From an optimization exercise on the open Yosys and OpenROAD flow, aimed at small area; shortcuts taken in it are not production practice. The RTL was checked by simulation tests, not by an equivalence proof against the original design. Power is estimated from default activity; no workload was simulated. No driver is modelled on the clock port, so clocking that relies on it looks cheaper here than on a real chip.

==> flow/design.v <==
`default_nettype none
package sd_bus_pkg;
  localparam int CMD_FRAME_BITS    = 48;     
  localparam int RESP_PAYLOAD_BITS = 47;     
  localparam int CMD_PAD_CLKS      = 4;      
  localparam int SECTOR_WORDS      = 64;     
  localparam int WORD_BITS         = 64;
  localparam int SECTOR_NIBBLES    = 1024;   
  localparam int DATA_TAIL_CLKS    = 21;     
  typedef logic [5:0] buf_addr_t;            
endpackage
`default_nettype wire
`default_nettype none
package sd_cmd_pkg;
  localparam logic [5:0] CMD_GO_IDLE     = 6'd0;
  localparam logic [5:0] CMD_SEND_IF_COND = 6'd8;
  localparam logic [5:0] CMD_APP         = 6'd55;   
  localparam logic [5:0] ACMD_OP_COND    = 6'd41;
  localparam logic [5:0] CMD_SEND_RCA    = 6'd3;
  localparam logic [5:0] CMD_SELECT      = 6'd7;
  localparam logic [5:0] ACMD_BUS_WIDTH  = 6'd6;
  localparam logic [5:0] CMD_READ_MULTI  = 6'd18;
  localparam logic [5:0] CMD_STOP        = 6'd12;
  localparam logic [7:0]  CHECK_PATTERN = 8'hAA;
  localparam logic [31:0] ARG_IF_COND   = {20'h0, 4'h1, CHECK_PATTERN};   
  localparam logic [31:0] ARG_OP_COND   = 32'h4010_0000;   
  localparam logic [31:0] ARG_BUS4      = 32'h0000_0002;   
  localparam int OCR_READY_BIT = 39;   
  localparam int RCA_MSB       = 39;   
  typedef enum logic [3:0] {
    SEQ_IDLE,
    SEQ_CMD0,
    SEQ_CMD8,
    SEQ_APP41,
    SEQ_ACMD41,
    SEQ_CMD3,
    SEQ_CMD7,
    SEQ_APP6,
    SEQ_ACMD6,
    SEQ_READY,    
    SEQ_CMD18,
    SEQ_DATA,
    SEQ_CMD12
  } seq_state_t;
endpackage
`default_nettype wire
`timescale 1ns/100ps
`default_nettype none
module sd_clock_gen #(
  parameter int unsigned CLK_DIV_SLOW = 125,   
  parameter int unsigned CLK_DIV_FAST = 2
) (
  input  wire  clk_100mhz,
  input  wire  reset_ah,
  input  wire  run_i,
  input  wire  fast_i,
  output logic sdclk_o,
  output logic rise_o,
  output logic fall_o
);
  localparam int CNT_W = $clog2(CLK_DIV_SLOW + 1);
  logic [CNT_W-1:0] cnt_q;
  logic [CNT_W-1:0] half_m1;
  logic             tick;
  assign half_m1 = fast_i ? CNT_W'(CLK_DIV_FAST - 1) : CNT_W'(CLK_DIV_SLOW - 1);
  assign tick    = (run_i || sdclk_o) && (cnt_q >= half_m1);   
  assign rise_o  = tick && !sdclk_o;
  assign fall_o  = tick && sdclk_o;
  always_ff @(posedge clk_100mhz) begin
    if (reset_ah) begin
      cnt_q    <= '0;
      sdclk_o  <= 1'b0;
    end else if (tick) begin
      cnt_q    <= '0;
      sdclk_o  <= !sdclk_o;
    end else if (run_i || sdclk_o) begin
      cnt_q    <= cnt_q + 1'b1;
    end else begin
      cnt_q    <= '0;   
    end
  end
endmodule
`default_nettype wire
`timescale 1ns/100ps
`default_nettype none
module sd_cmd_engine (
  input  wire         clk_100mhz,
  input  wire         reset_ah,
  input  wire         cmd_start_i,
  input  wire         data_start_i,
  input  wire  [5:0]  cmd_index_i,
  input  wire  [31:0] cmd_arg_i,
  input  wire         no_resp_i,
  input  wire         rise_i,
  input  wire         fall_i,
  input  wire         cmd_i,
  input  wire         dat0_i,
  output logic        busy_o,
  output logic        cmd_o,
  output logic        cmd_oe_o,
  output logic        done_o,
  output logic        ok_o,
  output logic        resp_shift_o,   
  output logic        chk_ok_o,     
  output logic        nib_en_o,
  output logic        wr_en_o,
  output logic [5:0]  pend_idx_o,     
  output logic        sector_done_o
);
  typedef enum logic [2:0] {E_IDLE, E_TX, E_WAIT, E_RESP, R_WAIT, R_DATA, R_TAIL} eng_state_t;
  eng_state_t  state_q;
  logic [15:0] cnt_q;
  logic [6:0]  crc_q;
  logic [63:0] frame_lut;   
  logic        fb;
  function automatic logic [6:0] crc7_step(input logic [6:0] crc, input logic din);
    logic fbk;
    fbk = crc[6] ^ din;
    crc7_step = {crc[5:0], fbk} ^ {3'b000, fbk, 3'b000};
  endfunction
  always_comb begin
    logic [39:0] frame;
    frame     = {2'b01, cmd_index_i, cmd_arg_i};
    frame_lut = '0;
    for (int c = 4; c < 44; c++) frame_lut[c] = frame[43 - c];
  end
  assign fb = frame_lut[cnt_q[5:0]];
  assign busy_o        = (state_q != E_IDLE);
  assign nib_en_o      = (state_q == R_DATA) && rise_i;
  assign wr_en_o       = nib_en_o && (cnt_q[3:0] == 4'hF);
  assign pend_idx_o    = (cnt_q[9:4] - 6'd1) | {6{state_q == R_TAIL}};
  assign resp_shift_o  = (state_q == E_RESP) && rise_i && (cnt_q[5:0] < 6'd23);
  always_ff @(posedge clk_100mhz) begin
    if (reset_ah) begin
      state_q       <= E_IDLE;
      cmd_oe_o      <= 1'b0;
      done_o        <= 1'b0;
      sector_done_o <= 1'b0;
    end else begin
      done_o        <= 1'b0;
      sector_done_o <= nib_en_o && (cnt_q[9:0] == 10'd1023);
      case (state_q)
        E_IDLE: begin
          cnt_q <= '0;
          crc_q <= '0;
          if (cmd_start_i) state_q <= E_TX;
          else if (data_start_i) state_q <= R_WAIT;
        end
        E_TX: begin
          if (fall_i) begin
            cnt_q <= cnt_q + 1'b1;
            if (cnt_q[5:0] == 6'd52) begin
              cmd_oe_o <= 1'b0;
              cnt_q    <= '0;
              if (no_resp_i) begin
                state_q <= E_IDLE;
                done_o  <= 1'b1;
                ok_o    <= 1'b1;
              end else begin
                state_q <= E_WAIT;
              end
            end else if (cnt_q[5:0] >= 6'd4) begin
              cmd_oe_o <= 1'b1;
              if (cnt_q[5:0] < 6'd44) begin
                cmd_o <= fb;
                crc_q <= crc7_step(crc_q, fb);
              end else if (cnt_q[5:0] < 6'd51) begin
                cmd_o <= crc_q[6];
                crc_q <= {crc_q[5:0], 1'b0};
              end else begin
                cmd_o <= 1'b1;
              end
            end
          end
        end
        E_WAIT: begin
          if (rise_i) begin
            cnt_q <= cnt_q + 1'b1;
            if (!cmd_i) begin
              state_q <= E_RESP;
              cnt_q   <= '0;
            end else if (cnt_q[5:0] == 6'd63) begin
              state_q <= E_IDLE;
              done_o  <= 1'b1;
              ok_o    <= 1'b0;
            end
          end
        end
        E_RESP: begin
          if (rise_i) begin
            cnt_q <= cnt_q + 1'b1;
            if (cnt_q[5:0] == 6'd46) begin
              state_q <= E_IDLE;
              done_o  <= 1'b1;
              ok_o    <= 1'b1;
            end
          end
        end
        R_WAIT: begin
          if (rise_i) begin
            cnt_q <= cnt_q + 1'b1;
            if (!dat0_i) begin
              state_q <= R_DATA;
              cnt_q   <= '0;
            end else if (cnt_q == 16'd49999) begin
              state_q <= E_IDLE;
              done_o  <= 1'b1;
              ok_o    <= 1'b0;
            end
          end
        end
        R_DATA: begin
          if (rise_i) begin
            cnt_q <= cnt_q + 1'b1;
            if (cnt_q[9:0] == 10'd1023) begin
              state_q <= R_TAIL;
              cnt_q   <= '0;
            end
          end
        end
        default: begin   
          if (fall_i) begin
            cnt_q <= cnt_q + 1'b1;
            if (cnt_q[4:0] == 5'd20) begin
              state_q <= E_IDLE;
              done_o  <= 1'b1;
              ok_o    <= 1'b1;
            end
          end
        end
      endcase
    end
  end
  always_ff @(posedge clk_100mhz) begin
    if (state_q == E_RESP && rise_i) begin
      if (cnt_q[5:0] >= 6'd31 && cnt_q[5:0] < 6'd39) begin
        chk_ok_o <= ((cnt_q[5:0] == 6'd31) | chk_ok_o) & (cmd_i == cnt_q[0]);
      end
    end
  end
endmodule
`default_nettype wire
`timescale 1ns/100ps
`default_nettype none
module sd_card_sequencer (
  input  wire         clk_100mhz,
  input  wire         reset_ah,
  input  wire         start_i,
  input  wire  [19:0] sector_pos_i,
  input  wire  [19:0] sector_count_i,
  input  wire         done_i,       
  input  wire         ok_i,         
  input  wire         chk_ok_i,     
  input  wire         resp_bit_i,   
  input  wire         resp_shift_i,
  output logic        cmd_start_o,
  output logic        data_start_o,
  output logic [5:0]  cmd_index_o,
  output logic [31:0] cmd_arg_o,
  output logic        no_resp_o,
  output logic        fast_o,
  output logic        init_done_o,
  output logic        run_done_o
);
  localparam logic [3:0] S_IDLE   = 4'd0;
  localparam logic [3:0] S_CMD0   = 4'd1;
  localparam logic [3:0] S_CMD8   = 4'd2;
  localparam logic [3:0] S_APP41  = 4'd3;
  localparam logic [3:0] S_ACMD41 = 4'd4;
  localparam logic [3:0] S_CMD3   = 4'd5;
  localparam logic [3:0] S_CMD7   = 4'd6;
  localparam logic [3:0] S_APP6   = 4'd7;
  localparam logic [3:0] S_READY  = 4'd8;
  localparam logic [3:0] S_CMD18  = 4'd9;
  localparam logic [3:0] S_DATA   = 4'd10;
  localparam logic [3:0] S_CMD12  = 4'd11;
  localparam logic [3:0] S_ACMD6  = 4'd12;
  logic [3:0]  state_q;
  logic [3:0]  nxt_state;
  logic        pend_q;
  logic [19:0] cur_q;     
  logic [19:0] rem_q;     
  assign init_done_o = state_q[3] & ~state_q[2];
  assign fast_o      = state_q[3] | (state_q == S_APP6);
  assign no_resp_o   = (state_q == S_CMD0);
  logic rs_en;   
  assign rs_en       = ~state_q[3] & ~(state_q[2] & state_q[1]);
  always_comb begin
    cmd_index_o = 6'd0;
    cmd_arg_o   = '0;
    nxt_state   = state_q;
    case (state_q)
      S_CMD0: nxt_state = S_CMD8;
      S_CMD8: begin
        cmd_index_o = 6'd8;
        cmd_arg_o   = 32'h0000_01AA;
        if (ok_i && chk_ok_i) nxt_state = S_APP41;
      end
      S_APP41: begin
        cmd_index_o = 6'd55;
        if (ok_i) nxt_state = S_ACMD41;
      end
      S_ACMD41: begin
        cmd_index_o = 6'd41;
        cmd_arg_o   = 32'h4010_0000;
        nxt_state   = (ok_i && cur_q[15]) ? S_CMD3 : S_APP41;
      end
      S_CMD3: begin
        cmd_index_o = 6'd3;
        if (ok_i) nxt_state = S_CMD7;
      end
      S_CMD7: begin
        cmd_index_o = 6'd7;
        cmd_arg_o   = {cur_q[15:0], 16'h0};
        if (ok_i) nxt_state = S_APP6;
      end
      S_APP6: begin
        cmd_index_o = 6'd55;
        cmd_arg_o   = {cur_q[15:0], 16'h0};
        if (ok_i) nxt_state = S_ACMD6;
      end
      S_ACMD6: begin
        cmd_index_o = 6'd6;
        cmd_arg_o   = 32'h0000_0002;
        nxt_state   = ok_i ? S_READY : S_APP6;
      end
      S_CMD18: begin
        cmd_index_o = 6'd18;
        cmd_arg_o   = {12'h0, cur_q};
        if (ok_i) nxt_state = S_DATA;
      end
      S_CMD12: begin
        cmd_index_o = 6'd12;
        if (ok_i) nxt_state = S_READY;
      end
      default: nxt_state = state_q;
    endcase
  end
  always_ff @(posedge clk_100mhz) begin
    if (rs_en && resp_shift_i) cur_q[15:0] <= {cur_q[14:0], resp_bit_i};
    if (reset_ah) begin
      state_q      <= S_IDLE;
      pend_q       <= 1'b0;
      cmd_start_o  <= 1'b0;
      data_start_o <= 1'b0;
      run_done_o   <= 1'b0;
    end else begin
      cmd_start_o  <= 1'b0;
      data_start_o <= 1'b0;
      run_done_o   <= 1'b0;
      case (state_q)
        S_IDLE: begin
          if (start_i) state_q <= S_CMD0;
        end
        S_READY: begin
          if (start_i && sector_count_i != '0) begin
            cur_q   <= sector_pos_i;
            rem_q   <= sector_count_i;
            state_q <= S_CMD18;
          end
        end
        S_DATA: begin
          if (!pend_q) begin
            data_start_o <= 1'b1;
            pend_q       <= 1'b1;
          end else if (done_i) begin
            pend_q <= 1'b0;
            if (!ok_i) begin
              state_q <= S_CMD18;
            end else begin
              cur_q <= cur_q + 20'd1;
              if (rem_q == 20'd1) state_q <= S_CMD12;
              else rem_q <= rem_q - 20'd1;
            end
          end
        end
        default: begin
          if (!pend_q) begin
            cmd_start_o <= 1'b1;
            pend_q      <= 1'b1;
            if (state_q == S_CMD12) begin
              run_done_o <= rem_q[0];   
              rem_q[0]   <= 1'b0;
            end
          end else if (done_i) begin
            pend_q  <= 1'b0;
            state_q <= nxt_state;
          end
        end
      endcase
    end
  end
endmodule
`default_nettype wire
`timescale 1ns/100ps
`default_nettype none
module sd_sector_rx (
  input  wire         clk_100mhz,
  input  wire         reset_ah,
  input  wire         nib_en_i,     
  input  wire         wr_en_i,      
  input  wire  [5:0]  pend_idx_i,   
  input  wire  [3:0]  dat_i,
  input  wire  [5:0]  buf_addr_i,
  output logic [63:0] buf_data_o
);
  logic [59:0]   nib_q;      
  logic [63:0]   pend_q;     
  logic          pv_q;
  logic [5:0]    ph_q;
  logic [4095:0] ring_q;     
  logic [5:0]    slot_q;     
  logic          from_pend_q;
  logic          flush;
  logic [63:0]   word;
  logic [63:0]   onehot;
  always_comb begin
    for (int n = 0; n < 15; n++) begin
      word[8*(n/2) + ((n % 2 == 1) ? 0 : 4) +: 4] = nib_q[4*(14-n) +: 4];
    end
    word[59:56] = dat_i;
  end
  assign flush = pv_q && (pend_idx_i == ~ph_q);
  always_ff @(posedge clk_100mhz) begin
    if (reset_ah) begin
      pv_q <= 1'b0;
      ph_q <= '0;
    end else begin
      ph_q <= ph_q + 1'b1;
      if (wr_en_i) pv_q <= 1'b1;
      else if (flush) pv_q <= 1'b0;
    end
  end
  always_ff @(posedge clk_100mhz) begin
    if (nib_en_i) nib_q <= {nib_q[55:0], dat_i};
    if (wr_en_i) pend_q <= word;
    ring_q      <= {ring_q[4031:0], flush ? pend_q : ring_q[4095:4032]};
    slot_q      <= buf_addr_i + ph_q + 6'd1;
    from_pend_q <= pv_q && (pend_idx_i == buf_addr_i) && !wr_en_i;
  end
  logic [7:0] hi, lo;
  always_comb begin
    for (int k = 0; k < 8; k++) begin
      hi[k] = (slot_q[5:3] == 3'(k)) && !from_pend_q;
      lo[k] = (slot_q[2:0] == 3'(k));
    end
    onehot = '0;
    buf_data_o = {64{from_pend_q}} & pend_q;
    for (int h = 0; h < 8; h++) begin
      logic [63:0] g;
      g = '0;
      for (int l = 0; l < 8; l++) g = g | ({64{lo[l]}} & ring_q[64*(8*h+l) +: 64]);
      buf_data_o = buf_data_o | ({64{hi[h]}} & g);
    end
  end
endmodule
`default_nettype wire
`timescale 1ns/100ps
`default_nettype none
module sdio_burst_reader #(
  parameter int unsigned CLK_DIV_SLOW = 125,    
  parameter int unsigned CLK_DIV_FAST = 2       
) (
  input  wire         clk_100mhz,
  input  wire         reset_ah,
  input  wire         start_i,
  input  wire  [19:0] sector_pos_i,
  input  wire  [19:0] sector_count_i,
  input  wire  sd_bus_pkg::buf_addr_t buf_addr_i,
  output logic [sd_bus_pkg::WORD_BITS-1:0] buf_data_o,
  output logic        init_done_o,
  output logic        sector_done_o,
  output logic        run_done_o,
  output logic        sdclk_o,
  output logic        cmd_o,
  output logic        cmd_oe_o,
  input  wire         cmd_i,
  input  wire  [3:0]  dat_i
);
  logic        cmd_start;
  logic        data_start;
  logic [5:0]  cmd_index;
  logic [31:0] cmd_arg;
  logic        no_resp;
  logic        done;
  logic        ok;
  logic        resp_shift;
  logic        chk_ok;
  logic        fast;
  logic        rise;
  logic        fall;
  logic        busy;
  logic        nib_en;
  logic        wr_en;
  logic [5:0]  pend_idx;
  sd_card_sequencer seq0 (
    .clk_100mhz, .reset_ah, .start_i, .sector_pos_i, .sector_count_i,
    .done_i(done), .ok_i(ok), .chk_ok_i(chk_ok), .resp_bit_i(cmd_i), .resp_shift_i(resp_shift),
    .cmd_start_o(cmd_start), .data_start_o(data_start),
    .cmd_index_o(cmd_index), .cmd_arg_o(cmd_arg), .no_resp_o(no_resp),
    .fast_o(fast), .init_done_o, .run_done_o
  );
  sd_clock_gen #(.CLK_DIV_SLOW(CLK_DIV_SLOW), .CLK_DIV_FAST(CLK_DIV_FAST)) clk0 (
    .clk_100mhz, .reset_ah, .run_i(busy), .fast_i(fast),
    .sdclk_o, .rise_o(rise), .fall_o(fall)
  );
  sd_cmd_engine eng0 (
    .clk_100mhz, .reset_ah, .cmd_start_i(cmd_start), .data_start_i(data_start),
    .cmd_index_i(cmd_index), .cmd_arg_i(cmd_arg), .no_resp_i(no_resp),
    .rise_i(rise), .fall_i(fall), .cmd_i, .dat0_i(dat_i[0]),
    .busy_o(busy), .cmd_o, .cmd_oe_o, .done_o(done), .ok_o(ok),
    .resp_shift_o(resp_shift), .chk_ok_o(chk_ok), .nib_en_o(nib_en), .wr_en_o(wr_en), .pend_idx_o(pend_idx),
    .sector_done_o
  );
  sd_sector_rx buf0 (
    .clk_100mhz, .reset_ah, .nib_en_i(nib_en), .wr_en_i(wr_en), .pend_idx_i(pend_idx),
    .dat_i, .buf_addr_i, .buf_data_o
  );
endmodule
`default_nettype wire
==> flow/flow/run.sh <==
#!/bin/bash
# Standard layout (the standard.sh) with three changes:
#  - the sector buffer's read multiplexer in the synthesised netlist is re-mapped by
#    flow/rdmux.py (registers untouched; checked equivalent with yosys before use);
#  - clock tree: clkbuf_16 leaf clusters of up to 30 sinks, no dummy loads;
#  - port buffers are buf_1 cells.
# Each tool's output goes to a log of its own in this folder.
set -euo pipefail
RES=orfs/results/${FLOW_PLATFORM}/sdio_burst_reader/base
LIB=${FLOW_HOME}/platforms/${FLOW_PLATFORM}/lib/sky130_fd_sc_hd__tt_025C_1v80.lib
KNOBS=(
  "CTS_ARGS=-sink_clustering_enable -repair_clock_nets -dont_use_dummy_load -sink_clustering_size 30 -sink_clustering_max_diameter 100 -buf_list sky130_fd_sc_hd__clkbuf_16"
  "BUFFER_PORTS_ARGS=-buffer_cell sky130_fd_sc_hd__buf_1"
)

bash standard.sh "${KNOBS[@]}" synth > run_synth.log 2>&1
cp $RES/1_2_yosys.v $RES/1_2_yosys.std.v
if python3 flow/rdmux.py $RES/1_2_yosys.std.v $RES/1_2_yosys.mux.v > run_rdmux.log 2>&1 \
  && sed -e "s|@LIB@|$LIB|" -e "s|@STD@|$RES/1_2_yosys.std.v|" -e "s|@MUX@|$RES/1_2_yosys.mux.v|" \
       flow/eq.ys > run_eq.ys \
  && yosys -q run_eq.ys -l run_eq.log > /dev/null 2>&1; then
  echo "read multiplexer re-mapped" >> run_rdmux.log
  cp $RES/1_2_yosys.mux.v $RES/1_2_yosys.v
  rm -f $RES/1_synth.odb $RES/1_synth.sdc
else
  echo "re-mapping failed, keeping the standard netlist" >> run_rdmux.log
fi
bash standard.sh "${KNOBS[@]}" finish > run_layout.log 2>&1
==> flow/flow/eq.ys <==
# the re-mapped netlist must do what the standard one does (registers paired by name)
read_liberty -ignore_miss_func @LIB@
read_verilog @STD@
rename sdio_burst_reader gold
read_verilog @MUX@
rename sdio_burst_reader gate
flatten
proc
equiv_make gold gate equiv
hierarchy -top equiv
equiv_simple
equiv_status -assert
==> flow/flow/rdmux.py <==
#!/usr/bin/env python3
"""Re-map the sector buffer's read multiplexer in the standard synthesis netlist.

The read port is buf_data_o = OR over slots k of (slot_q == k & !from_pend_q) & ring_q[64k+j],
plus from_pend_q & pend_q[j]. ABC maps it with a mix of cells; here the whole fan-in cone of
buf_data_o (up to the registers) is replaced by a one-hot decoder and, per output bit, 22
and-or-invert cells (a222oi) reduced by a nand/nor tree. Registers are left untouched.

usage: rdmux.py IN.v OUT.v
"""
import re
import sys

OUT_PINS = {"Z", "Q", "Y", "COUT_N", "Q_N", "GCLK", "COUT", "X", "HI", "LO", "SUM"}
SC = "sky130_fd_sc_hd__"


def main(src, dst):
    text = open(src).read()
    m = re.search(r"^module sdio_burst_reader\(.*?\);\n", text, re.M | re.S)
    start = m.end()
    end = text.rindex("endmodule")
    body = text[start:end]
    # split body into declarations and instances
    inst_re = re.compile(r"^  (\S+) (\\\S+ |\S+) \((.*?)\n  \);\n", re.M | re.S)
    insts = []
    for im in inst_re.finditer(body):
        ctype, name, conns = im.group(1), im.group(2), im.group(3)
        pins = {}
        for pm in re.finditer(r"\.(\w+)\(((?:\\\S+ )|[^()]*?)\)", conns):
            pins[pm.group(1)] = pm.group(2).strip()
        insts.append(dict(type=ctype, name=name, pins=pins, span=(im.start(), im.end())))
    other = inst_re.sub("", body)
    if re.search(r"^\s*assign", other, re.M):
        raise SystemExit("netlist has assign statements")
    drv = {}
    loads = {}
    for i, c in enumerate(insts):
        for p, n in c["pins"].items():
            if p in OUT_PINS:
                drv[n] = i
            else:
                loads.setdefault(n, []).append(i)

    def is_seq(c):
        return c["type"].startswith(SC + "df") or c["type"].startswith(SC + "edf")

    outs = [f"buf_data_o[{j}]" for j in range(64)]
    cone = set()
    stack = [drv[n] for n in outs]
    while stack:
        i = stack.pop()
        if i in cone or is_seq(insts[i]):
            continue
        cone.add(i)
        for p, n in insts[i]["pins"].items():
            if p not in OUT_PINS and n in drv:
                stack.append(drv[n])
    # cells of the cone that something outside it still needs
    needed = set()
    stack = []
    for i, c in enumerate(insts):
        if i in cone:
            continue
        for p, n in c["pins"].items():
            if p not in OUT_PINS and n in drv and drv[n] in cone:
                stack.append(drv[n])
    while stack:
        i = stack.pop()
        if i in needed:
            continue
        needed.add(i)
        for p, n in insts[i]["pins"].items():
            if p not in OUT_PINS and n in drv and drv[n] in cone:
                stack.append(drv[n])
    delete = cone - needed

    # register outputs the new multiplexer reads, found by register name
    def q_of(reg):
        for c in insts:
            if c["name"].startswith("\\" + reg + "$_") and is_seq(c):
                return c["pins"]["Q"]
        raise SystemExit("register not found: " + reg)

    qnet = {}
    for c in insts:
        if is_seq(c):
            nm = c["name"].split("$_")[0].lstrip("\\")
            qnet[nm] = c["pins"]["Q"]

    def reg(nm):
        if nm not in qnet:
            raise SystemExit("register not found: " + nm)
        return qnet[nm]

    ring = [reg(f"buf0.ring_q[{i}]") for i in range(4096)]
    pend = [reg(f"buf0.pend_q[{j}]") for j in range(64)]
    slot = [reg(f"buf0.slot_q[{k}]") for k in range(6)]
    fp = reg("buf0.from_pend_q")

    new = []
    wires = []
    cnt = [0]

    def w(prefix):
        cnt[0] += 1
        nm = f"rdmux_{prefix}_{cnt[0]}"
        wires.append(nm)
        return nm

    def cell(ctype, pins):
        cnt[0] += 1
        conns = ",\n".join(f"    .{p}({n} )" if n.startswith("\\") else f"    .{p}({n})"
                           for p, n in pins.items())
        new.append(f"  {SC}{ctype} rdmux_c{cnt[0]} (\n{conns}\n  );\n")

    # decoder: sel[k] = (slot == k) & !fp, sel[64] = fp
    slot_n = []
    for k in range(6):
        y = w("sn")
        cell("inv_1", {"A": slot[k], "Y": y})
        slot_n.append(y)
    fp_n = w("fpn")
    cell("inv_1", {"A": fp, "Y": fp_n})

    def lit(b, v):
        return slot[b] if v else slot_n[b]

    hn = []
    for h in range(8):
        y = w("hn")
        cell("nand3_1", {"A": lit(5, h >> 2 & 1), "B": lit(4, h >> 1 & 1), "C": lit(3, h & 1), "Y": y})
        hn.append(y)
    ln = []
    for l in range(8):
        y = w("ln")
        cell("nand4_1", {"A": lit(2, l >> 2 & 1), "B": lit(1, l >> 1 & 1), "C": lit(0, l & 1), "D": fp_n, "Y": y})
        ln.append(y)
    sel = []
    for k in range(64):
        y = w("sel")
        cell("nor2_1", {"A": hn[k >> 3], "B": ln[k & 7], "Y": y})
        sel.append(y)
    sel.append(fp)

    for j in range(64):
        data = [ring[64 * k + j] for k in range(64)] + [pend[j]]
        pairs = list(zip(sel, data))
        g = []
        for t in range(0, 65, 3):
            grp = pairs[t:t + 3]
            y = w("g")
            if len(grp) == 3:
                cell("a222oi_1", {"A1": grp[0][0], "A2": grp[0][1], "B1": grp[1][0], "B2": grp[1][1],
                                  "C1": grp[2][0], "C2": grp[2][1], "Y": y})
            else:
                cell("a22oi_1", {"A1": grp[0][0], "A2": grp[0][1], "B1": grp[1][0], "B2": grp[1][1], "Y": y})
            g.append(y)
        # 22 active-low group outputs -> 6 active-high
        h = []
        for t in range(0, 20, 4):
            y = w("h")
            cell("nand4_1", {"A": g[t], "B": g[t + 1], "C": g[t + 2], "D": g[t + 3], "Y": y})
            h.append(y)
        y = w("h")
        cell("nand2_1", {"A": g[20], "B": g[21], "Y": y})
        h.append(y)
        n0 = w("n")
        cell("nor3_1", {"A": h[0], "B": h[1], "C": h[2], "Y": n0})
        n1 = w("n")
        cell("nor3_1", {"A": h[3], "B": h[4], "C": h[5], "Y": n1})
        cell("nand2_1", {"A": n0, "B": n1, "Y": f"buf_data_o[{j}]"})

    # rebuild the body
    keep_text = []
    pos = 0
    for i, c in enumerate(insts):
        s, e = c["span"]
        keep_text.append(body[pos:s])
        if i not in delete:
            keep_text.append(body[s:e])
        pos = e
    keep_text.append(body[pos:])
    newbody = "".join(keep_text)
    decl = "".join(f"  wire {x};\n" for x in wires)
    out = text[:start] + decl + newbody + "".join(new) + text[end:]
    open(dst, "w").write(out)
    print(f"rdmux: cone {len(cone)} cells, kept {len(needed)}, deleted {len(delete)}, added {len(new)}",
          file=sys.stderr)


if __name__ == "__main__":
    main(sys.argv[1], sys.argv[2])
==> flow/standard.sh <==
#!/bin/bash
# synth_recipe.tcl (not shown) runs the flow's synth.tcl, then flattens the netlist and writes it again
# the make line also repeats each setting of config.mk as NAME=value (left out here)
make -C /OpenROAD-flow-scripts/flow DESIGN_CONFIG=/design/flow/config.mk WORK_HOME=/design/flow/orfs CLKGATE_MAP_FILE= SYNTH_SCRIPT=/design/flow/synth_recipe.tcl "${@:-finish}"
==> flow/config.mk <==
export PLATFORM = sky130hd
export DESIGN_NAME = sdio_burst_reader
export DESIGN_NICKNAME = sdio_burst_reader
export VERILOG_FILES = /design/flow/design.v
export SDC_FILE = /design/flow/constraint.sdc
export NUM_CORES = 4
export LEC_CHECK = 0
export CAP_MARGIN = 5
export CORE_MARGIN = 2
export CORE_UTILIZATION = 70
export SLEW_MARGIN = 5
==> flow/constraint.sdc <==
create_clock -name core_clock -period 10.0 [get_ports {clk_100mhz}]
set_input_delay 2.0000 -clock core_clock [delete_from_list [all_inputs] [get_ports {clk_100mhz}]]
set_output_delay 2.0000 -clock core_clock [all_outputs]
set_load 0.01 [all_outputs]
==> results of run 1 <==
==> power breakdown <==
part	total (mW)	internal, mW	switching, mW
sequential	17.5	17.4	0.114
combinational	0.852	0.212	0.640
clock	7.73	2.93	4.80
total	26.1	20.5	5.55
==> layout make-up <==
| cell class | count | share of cell area (%) |
|---|---|---|
| inverters | 31 | 0.09865 |
| well taps | 2072 | 2.174 |
| repair buffers | 227 | 1.042 |
| diodes | 7 | 0.01469 |
| clock buffers | 162 | 3.400 |
| multi-input cells | 2803 | 19.24 |
| flip-flops and latches | 4322 | 74.03 |
==> sequential cells by signal (all words and copies together), names as in the netlist, 3 cells and up <==
signal,count
seq0.cur_q,20
clk0.cnt_q,7
buf0.ring_q,4096
eng0.crc_q,7
buf0.pend_q,64
eng0.cnt_q,16
buf0.ph_q,6
buf0.nib_q,60
seq0.rem_q,20
buf0.slot_q,6
seq0.state_q,4
eng0.state_q,3
==> cells in the final DEF, fill, tap and decap left out, types with 8 or more instances in the layout <==
cell       count
a21oi_1       43
nor3_1       145
nor2b_1       14
nor2_1        92
a222oi_1    1344
buf_1        123
a31oi_1       12
nand4_1      341
xor2_1        32
buf_4        104
nor2_4        66
a22oi_1       69
nor4_1        19
o21a_1         8
xnor2_1       33
ha_1          25
nand2_1      214
mux2_2        67
nand2b_1      16
a21o_1         8
edfxtp_1     174
mux2i_1       19
and3_1        15
clkbuf_16    162
dfxtp_1     4147
and2_1         8
nand3_1       35
o21ai_0       61
inv_1         30
or3_1         12
a211oi_1       8
==> stage by stage <==
step                      hold slack [ns]  setup slack [ns]  utilization [%]  instance area [µm²]
after global routing               0.3179             2.579            75.44               119200
final                              0.3125             2.561            75.45               119200
after floorplan                    0.3305             3.970                -               111100
after CTS                          0.3100             2.635            75.44               119200
after global placement             0.3314             3.692            72.88               115200
after detailed placement           0.3345             3.548            72.88               115200
==> per-layer routing <==
layer	GRT usage, %	up-vias
met5	0	-
met4	15.11	6
met3	7.256	582
met2	53.83	4218
met1	52.42	34300
li1	-	29640
==> how the worst min path moves through the flow <==
stage / from / to / slack (ns) / cells after the start
after global routing: buf0.ring_q[2508] / buf0.ring_q[2572] / 0.32 / 0
final: buf0.ring_q[2748] / buf0.ring_q[2812] / 0.31 / 0
after global placement: buf0.ring_q[409] / buf0.ring_q[473] / 0.33 / 0
after floorplan: buf0.ring_q[36] / buf0.ring_q[100] / 0.33 / 0
after detailed placement: buf0.ring_q[2695] / buf0.ring_q[2759] / 0.33 / 0
after CTS: buf0.ring_q[1735] / buf0.ring_q[1799] / 0.31 / 0
==> critical path: stages, from the launching register on <==
cell      delay (ns)
dfxtp_4         0.48
inv_1           0.23
nand4_1         0.75
nor2_4          1.37
buf_4           0.83
a222oi_1        0.24
nand4_1         0.15
nor3_1          0.07
nand2_1         0.23
buf_1           0.21
==> impl_metrics.yaml, run 1 <==
run_status:
  status: "complete, no violations"
route:
  routed-wl-met2_um: 130000
  avgRoutedWirePerCell_um: 31.31
  routedLengthMet1_um: 122700
  highest_layer: "met5"
  routed_wl_um: 301300
  drc: 0
  drt_iter0_drc: 14100
  dr_wl_met3_um: 35310
  via_per_inst: 7.143
  vias: 68740
  dr.pass1.iters: 10
  ant_nets: 0
synthesis:
  synth_warnings: 4
  syn_inst: 7220
  syn_nets: 7300
  synth_area_um2: 111100
  syn_avg_cell_area_um2: 15.39
placement:
  routabilityCongestion: 0.8590
  dp_cells: 9455
  post-dp-hpwl_um: 169600
  place.port_buffers: 123
clock_network:
  clkSinkCount: 4322
  clock_path_buffers: 3
  htreeDepth: 4
  clock_latency_ns: 0.83
  post-cts-setup-buffers: 0
  root_buffer: "clkbuf_16"
  cts.repair.resized: 0
  postCtsHoldBufs: 0
  cts_inserted_buffers: 162
  cts_tree: "yes"
  clk_pin_slew_ns: 0.11
critical_path:
  worstPathRequired_ns: 8.00
  r2r_cells: 11
  arrival_ns: 5.44
  startpoint: "buf0.from_pend_q"
  reg2reg_from: "seq0.state_q[2]"
  path_class: "reg -> out"
  cp_max_fo: 35
  rrSetupSlack_ns: 5.51
  endpoint: "buf_data_o[45]"
  r2r-end: "buf0.pend_q[15]"
  crit_path_end_kind: "output pin"
  cp-start-kind: "flip-flop"
floorplanning:
  die_area_um2: 161900
  die_w_um: 402.4
  start_util_pct: 70.32
  core_area_um2: 158000
  core.rowCount: 146
  io_pins: 124
  dieHeight_um: 402.4
finish:
  fillers: 9931
  layout-drive-gt1-share_pct: 5.527
  multi_input_area_um2: 22930
  seq_area_um2: 88270
  num-nets-final: 7627
  syn_to_final_growth_pct: 7.297
  fin_cells: 9624
timing:
  setup_viol: 0
  relSlewSlack_pct: 4.194
  rsz0062_at_grt: "false"
  min_period_ns: 7.439
  period_share_pct: 74.39
  worst_slew_pin_slew_ns: 1.434
  hold_viol_final: 0
  slew_violations: 0
  max_freq_ghz: 0.1344
  finClkSkew_ns: 0.05181
  fin_setup_tns_ns: 0
pwr:
  cellLeakagePower_nw: 43.42
  powerDensity_nw_per_um2: 218.6
  ir_worst_vdd_mv: 0.2100
  power_mw: 26.06
worst_hold_path:
  hp-class: "reg -> reg"
global_routing:
  antenna_found_initial: 14
  gr-total-overflow: 0
  grt_max_degree: 65
  grt_use_total_pct: 36.25
  first_global_vias: 66870
  grt_pass1_wl_um: 441000
job:
  cap_viol_max_count: 0
==> run 2, diff against run 1 <==
--- a/flow/config.mk
+++ b/flow/config.mk
@@ -7,5 +7,5 @@
 export LEC_CHECK = 0
 export CAP_MARGIN = 5
 export CORE_MARGIN = 2
-export CORE_UTILIZATION = 70
+export CORE_UTILIZATION = 75
 export SLEW_MARGIN = 5
==> run 2 against run 1 <==
Against the previous run:
- still clean on timing, DRC and antenna
- setup slack worse by 0.063 ns
- critical path type unchanged
- clock-buffer cell count did not move
- maximum frequency fell by 0.84%
- hold slack got worse by 0.0051 ns
- area after synthesis did not move
- cell area about the same
- sequential share of layout area about the same
- register-to-register slack worse by 0.30 ns
- sequential cell count unchanged
- highest routed layer unchanged
- clock skew up 0.013 ns
- sequential power about the same
- die area fell by 6.6%
==> impl_metrics.yaml, run 2 <==
finish:
  seq_area_um2: 88270
  layout-drive-gt1-share_pct: 5.689
  fillers: 8197
  num-nets-final: 7640
  syn_to_final_growth_pct: 7.324
  largestRegisters: "buf0.ring_q x4096, buf0.pend_q x64, buf0.nib_q x60"
  final_common_cell: "dfxtp_1"
  largest-register: "buf0.ring_q"
  multi_input_area_um2: 22930
  largest_register_ffs: 4096
  mostFrequentLayoutCells: "4147 x dfxtp_1, 1344 x a222oi_1, 341 x nand4_1, 214 x nand2_1, 174 x edfxtp_1"
timing:
  rsz0062_at_grt: "false"
  relSlewSlack_pct: 4.179
  slew_violations: 0
  worst_slack_ns: 2.498
  worst_slew_pin_slew_ns: 1.434
  period_share_pct: 75.02
  max_freq_ghz: 0.1333
  setup_viol: 0
  fin_setup_tns_ns: 0
  finClkSkew_ns: 0.06449
  hold_viol_final: 0
  min_period_ns: 7.502
global_routing:
  first_global_vias: 69410
  grt_max_degree: 65
  antenna_found_initial: 13
  grt_pass1_wl_um: 455000
  gr-total-overflow: 0
  grt_use_total_pct: 40.29
clock_network:
  cts_inserted_buffers: 162
  clk_pin_slew_ns: 0.11
  htreeDepth: 4
  postCtsHoldBufs: 0
  cts_tree: "yes"
  clock_path_buffers: 3
  cts.repair.resized: 0
  post-cts-setup-buffers: 0
  clkSinkCount: 4322
  clock_latency_ns: 0.84
  root_buffer: "clkbuf_16"
placement:
  pre_cts_ws_ns: 3.640
  post-dp-hpwl_um: 178600
  routabilityCongestion: 0.8699
  place.port_buffers: 123
critical_path:
  cp_top_family: "simple AND/OR/NAND/NOR gates"
  r2r-end: "buf0.pend_q[11]"
  cp_max_fo: 42
  path_class: "reg -> out"
  crit_chain: "inv_1, nand4_1, nor2_4, buf_4, a222oi_1, nand4_1, nor3_1, nand2_1, buf_1"
  worstPathRequired_ns: 8.00
  crit_path_end_kind: "output pin"
  cpMaxStageDelayCell: "nor2_4"
  max_stage_delay_ns: 1.17
  reg2reg_from: "seq0.state_q[2]"
  critPathBufInv: 3
  crit_path_frequent_cell: "nand4_1"
  r2r_cells: 10
  cp-start-kind: "flip-flop"
  rrSetupSlack_ns: 5.21
  arrival_ns: 5.50
  startpoint: "buf0.from_pend_q"
pwr:
  powerDensity_nw_per_um2: 218.5
  ir_worst_vdd_mv: 0.1807
  cellLeakagePower_nw: 43.51
job:
  cap_viol_max_count: 0
route:
  dr.pass1.iters: 13
  via_per_inst: 7.416
  drc: 0
  routed_wl_um: 311800
  vias: 70410
  ant_nets: 0
  avgRoutedWirePerCell_um: 32.84
  drt_iter0_drc: 14380
floorplanning:
  die_w_um: 388.9
  core.rowCount: 141
  start_util_pct: 75.34
  dieHeight_um: 388.9
  core_area_um2: 147500
  die_area_um2: 151300
  io_pins: 124
worst_hold_path:
  hp-start: "buf0.ring_q[120]"
  min_to: "buf0.ring_q[184]"
  min_path_cells: 0
  hp-class: "reg -> reg"
synthesis:
  syn_inst: 7220
  synth_warnings: 4
  syn_nets: 7300
  syn_avg_cell_area_um2: 15.39
  synth_area_um2: 111100
run_status:
  status: "complete, no violations"
## run 2: where the power goes
group / switching (mW) / internal [mW] / total, mW
clock network: 4.78 / 2.93 / 7.71
logic: 0.647 / 0.217 / 0.864
registers: 0.114 / 17.4 / 17.5
## run 2: final cells by class
class                   count  area share [%]
repair buffers            240           1.218
well taps                1930           2.025
flip-flops and latches   4322           74.02
diodes                      6         0.01259
multi-input cells        2803           19.23
inverters                  31         0.09862
clock buffers             162           3.399
## run 2: worst max-delay path by stage
| stage | cells after the start | slack [ns] | to |
|---|---|---|---|
| 6_report | 9 | 2.50 | buf_data_o[24] |
| 5_1_grt | 9 | 2.53 | buf_data_o[27] |
| 4_1_cts | 10 | 2.72 | buf_data_o[45] |
| 3_5_place_dp | 10 | 3.64 | buf_data_o[45] |
| 3_3_place_gp | 10 | 3.71 | buf_data_o[45] |
| 2_1_floorplan | 7 | 3.97 | buf_data_o[0] |
## run 2: through the flow
step / hold WS [ns] / instances / total power, mW / cell area [µm²] / util (%)
floorplan: 0.3305 / 7220 / 18.29 / 111100 / -
global placement: 0.3311 / 9326 / 18.68 / 115200 / 78.10
detailed placement: 0.3346 / 9326 / 18.70 / 115200 / 78.10
CTS: 0.3173 / 9488 / 26.00 / 119200 / 80.85
global route: 0.3199 / 9488 / 26.67 / 119200 / 80.85
finish: 0.3075 / 9494 / 26.06 / 119300 / 80.86
## run 2: metal layers
| metal | GRT usage, % | wire (µm) |
|---|---|---|
| met1 | 55.37 | 117100 |
| met2 | 60.69 | 136300 |
| met3 | 9.426 | 40530 |
| met4 | 19.99 | 17820 |
| met5 | 0 | 51 |
==> run 3, diff against run 2 <==
--- a/flow/flow/run.sh
+++ b/flow/flow/run.sh
@@ -2,14 +2,14 @@
 # Standard layout (the standard.sh) with three changes:
 #  - the sector buffer's read multiplexer in the synthesised netlist is re-mapped by
 #    flow/rdmux.py (registers untouched; checked equivalent with yosys before use);
-#  - clock tree: clkbuf_16 leaf clusters of up to 30 sinks, no dummy loads;
+#  - clock tree: clkbuf_16 leaf clusters of up to 32 sinks, no dummy loads;
 #  - port buffers are buf_1 cells.
 # Each tool's output goes to a log of its own in this folder.
 set -euo pipefail
 RES=orfs/results/${FLOW_PLATFORM}/sdio_burst_reader/base
 LIB=${FLOW_HOME}/platforms/${FLOW_PLATFORM}/lib/sky130_fd_sc_hd__tt_025C_1v80.lib
 KNOBS=(
-  "CTS_ARGS=-sink_clustering_enable -repair_clock_nets -dont_use_dummy_load -sink_clustering_size 30 -sink_clustering_max_diameter 100 -buf_list sky130_fd_sc_hd__clkbuf_16"
+  "CTS_ARGS=-sink_clustering_enable -repair_clock_nets -dont_use_dummy_load -sink_clustering_size 32 -sink_clustering_max_diameter 100 -buf_list sky130_fd_sc_hd__clkbuf_16"
   "BUFFER_PORTS_ARGS=-buffer_cell sky130_fd_sc_hd__buf_1"
 )
 
--- a/flow/config.mk
+++ b/flow/config.mk
@@ -7,5 +7,5 @@
 export LEC_CHECK = 0
 export CAP_MARGIN = 5
 export CORE_MARGIN = 2
-export CORE_UTILIZATION = 75
+export CORE_UTILIZATION = 70
 export SLEW_MARGIN = 5
==> run 3 against run 2 <==
Against the previous run:
- critical path type unchanged
- maximum frequency about the same
- critical path depth unchanged
- setup slack improved by 0.0043 ns
- total power decreased by 0.73%
- still clean
- clock-buffer cell count decreased by 9
- register-to-register slack improved by 0.35 ns
- final cell count increased by 1.2%
- critical endpoint is now buf_data_o[45]
==> impl_metrics.yaml, run 3 <==
global_routing:
  first_global_vias: 66840
  gr-total-overflow: 0
  grt_max_degree: 65
  grt_use_total_pct: 36.20
  antenna_found_initial: 16
  grt_pass1_wl_um: 440300
critical_path:
  cp-start-kind: "flip-flop"
  crit_chain: "inv_1, nand4_1, nor2_4, buf_4, a222oi_1, nand4_1, nor3_1, nand2_1, buf_1"
  cp_max_fo: 35
  max_stage_delay_ns: 1.42
  path_class: "reg -> out"
  worstPathRequired_ns: 8.00
  crit_path_frequent_cell: "nand4_1"
  arrival_ns: 5.50
  cpMaxStageDelayCell: "nor2_4"
  crit_path_end_kind: "output pin"
  r2r_cells: 10
synthesis:
  synth_area_um2: 111100
  syn_nets: 7300
  syn_avg_cell_area_um2: 15.39
  syn_inst: 7220
  synth_warnings: 4
route:
  routed_wl_um: 300400
  routedLengthMet1_um: 122100
  routed-wl-met2_um: 129400
  highest_layer: "met5"
  vias: 68550
  via_per_inst: 7.132
  dr.pass1.iters: 14
  ant_nets: 0
  dr_wl_met3_um: 35440
  drc: 0
  avgRoutedWirePerCell_um: 31.25
  drt_iter0_drc: 13830
timing:
  finClkSkew_ns: 0.05352
  rsz0062_at_grt: "false"
  relSlewSlack_pct: 2.778
  fin_setup_tns_ns: 0
  period_share_pct: 74.98
  whs_ns: 0.3319
  slew_violations: 0
  min_period_ns: 7.498
  setup_viol: 0
  worst_slew_pin_slew_ns: 1.455
  hold_viol_final: 0
  max_freq_ghz: 0.1334
clock_network:
  clock_path_buffers: 3
  clock_latency_ns: 0.84
  cts_inserted_buffers: 153
  postCtsHoldBufs: 0
  clk_pin_slew_ns: 0.11
  root_buffer: "clkbuf_16"
  htreeDepth: 4
  cts.repair.resized: 0
  post-cts-setup-buffers: 0
  cts_tree: "yes"
  clkSinkCount: 4322
placement:
  dp_cells: 9455
  place.port_buffers: 123
  post-dp-hpwl_um: 169600
  routabilityCongestion: 0.8590
floorplanning:
  io_pins: 124
  die_w_um: 402.4
  core.rowCount: 146
  dieHeight_um: 402.4
  die_area_um2: 161900
  core_area_um2: 158000
  start_util_pct: 70.32
finish:
  layout-drive-gt1-share_pct: 5.414
  largest_register_ffs: 4096
  final_common_cell: "dfxtp_1"
  num-nets-final: 7618
  fin_cells: 9612
  final_core_util_pct: 75.31
  syn_to_final_growth_pct: 7.087
  mostFrequentLayoutCells: "4147 x dfxtp_1, 1344 x a222oi_1, 341 x nand4_1, 214 x nand2_1, 174 x edfxtp_1"
  largest-register: "buf0.ring_q"
  largestRegisters: "buf0.ring_q x4096, buf0.pend_q x64, buf0.nib_q x60"
pwr:
  ir_worst_vdd_mv: 0.2164
  powerDensity_nw_per_um2: 217.4
  power_mw: 25.87
  cellLeakagePower_nw: 43.31
worst_hold_path:
  min_path_cells: 0
  hp-class: "reg -> reg"
run_status:
  status: "complete, no violations"
job:
  cap_viol_max_count: 0
[run 3: metrics by stage]
| step | instance area [µm²] | setup slack, ns |
|---|---|---|
| after floorplan | 111100 | 3.970 |
| final | 119000 | 2.502 |
| after global routing | 119000 | 2.509 |
| after global placement | 115200 | 3.692 |
| after detailed placement | 115200 | 3.548 |
| after CTS | 119000 | 2.647 |
[run 3: cell type report]
class	instances	area (µm²)
multi-input combinational	2803	22930
clock buffer	153	3829
antenna	4	10.01
fill	9961	39020
timing repair buffer	227	1242
sequential	4322	88270
tap	2072	2592
inverter	31	117.6
[run 3: report_power, final]
group / internal, mW / leakage [nW] / switching (mW)
Sequential: 17.4 / 35.0 / 0.114
Combinational: 0.212 / 6.43 / 0.639
Clock: 2.78 / 1.89 / 4.76
[run 3: worst paths after layout]
check                         start                end  slack, ns
setup / recovery   buf0.from_pend_q     buf_data_o[45]       2.50
hold / removal    buf0.ring_q[3516]  buf0.ring_q[3580]       0.33
setup reg to reg    seq0.state_q[2]    buf0.pend_q[14]       5.56
hold reg to reg   buf0.ring_q[3516]  buf0.ring_q[3580]       0.33
[run 3: per-layer routing]
metal  track usage [%]  vias up
li1                  -    29630
met1             52.17    34220
met2             53.60     4090
met3             7.617      600
met4             15.21        8
met5                 0        -
[run 3: worst max-delay path: cells and delay by family, from the launching register on]
family,cells,cell delay [ns]
AOI/OAI and AO/OA,1,0.24
buffers and inverters,3,1.28
DFF,1,0.48
and+or+nand+nor,5,2.62

re-timing with driven ports:
In the flow no input, the clock included, has a driving cell. The finished layouts below were timed again as built, in two steps. Step 1 (the two cells are an assumption about what drives the block):
set clk [get_ports {clk_100mhz}]
set_driving_cell -lib_cell sky130_fd_sc_hd__clkbuf_16 $clk
set_driving_cell -lib_cell sky130_fd_sc_hd__buf_2 [delete_from_list [all_inputs] $clk]
Step 2 times the ports against the registers' clock, not the clock port: input delays grow and output delays shrink by t, the midpoint of the rising clock arrivals with the driver on. a / b / c = ideal ports / drivers / drivers and shift; a / b = the first two.
run	t (ns)	setup WS [ns]	worst hold slack (ns)	slew at the worst register clock pin (ns)
run 1	0.886	2.561 / 2.477 / 3.363	0.313 / 0.313 / 0.313	0.11 / 0.11
run 2	0.881	2.498 / 2.418 / 3.299	0.307 / 0.307 / 0.307	0.12 / 0.12
run 3	0.907	2.502 / 2.411 / 3.318	0.332 / 0.332 / 0.332	0.12 / 0.12
After both steps every run listed still meets setup and hold.
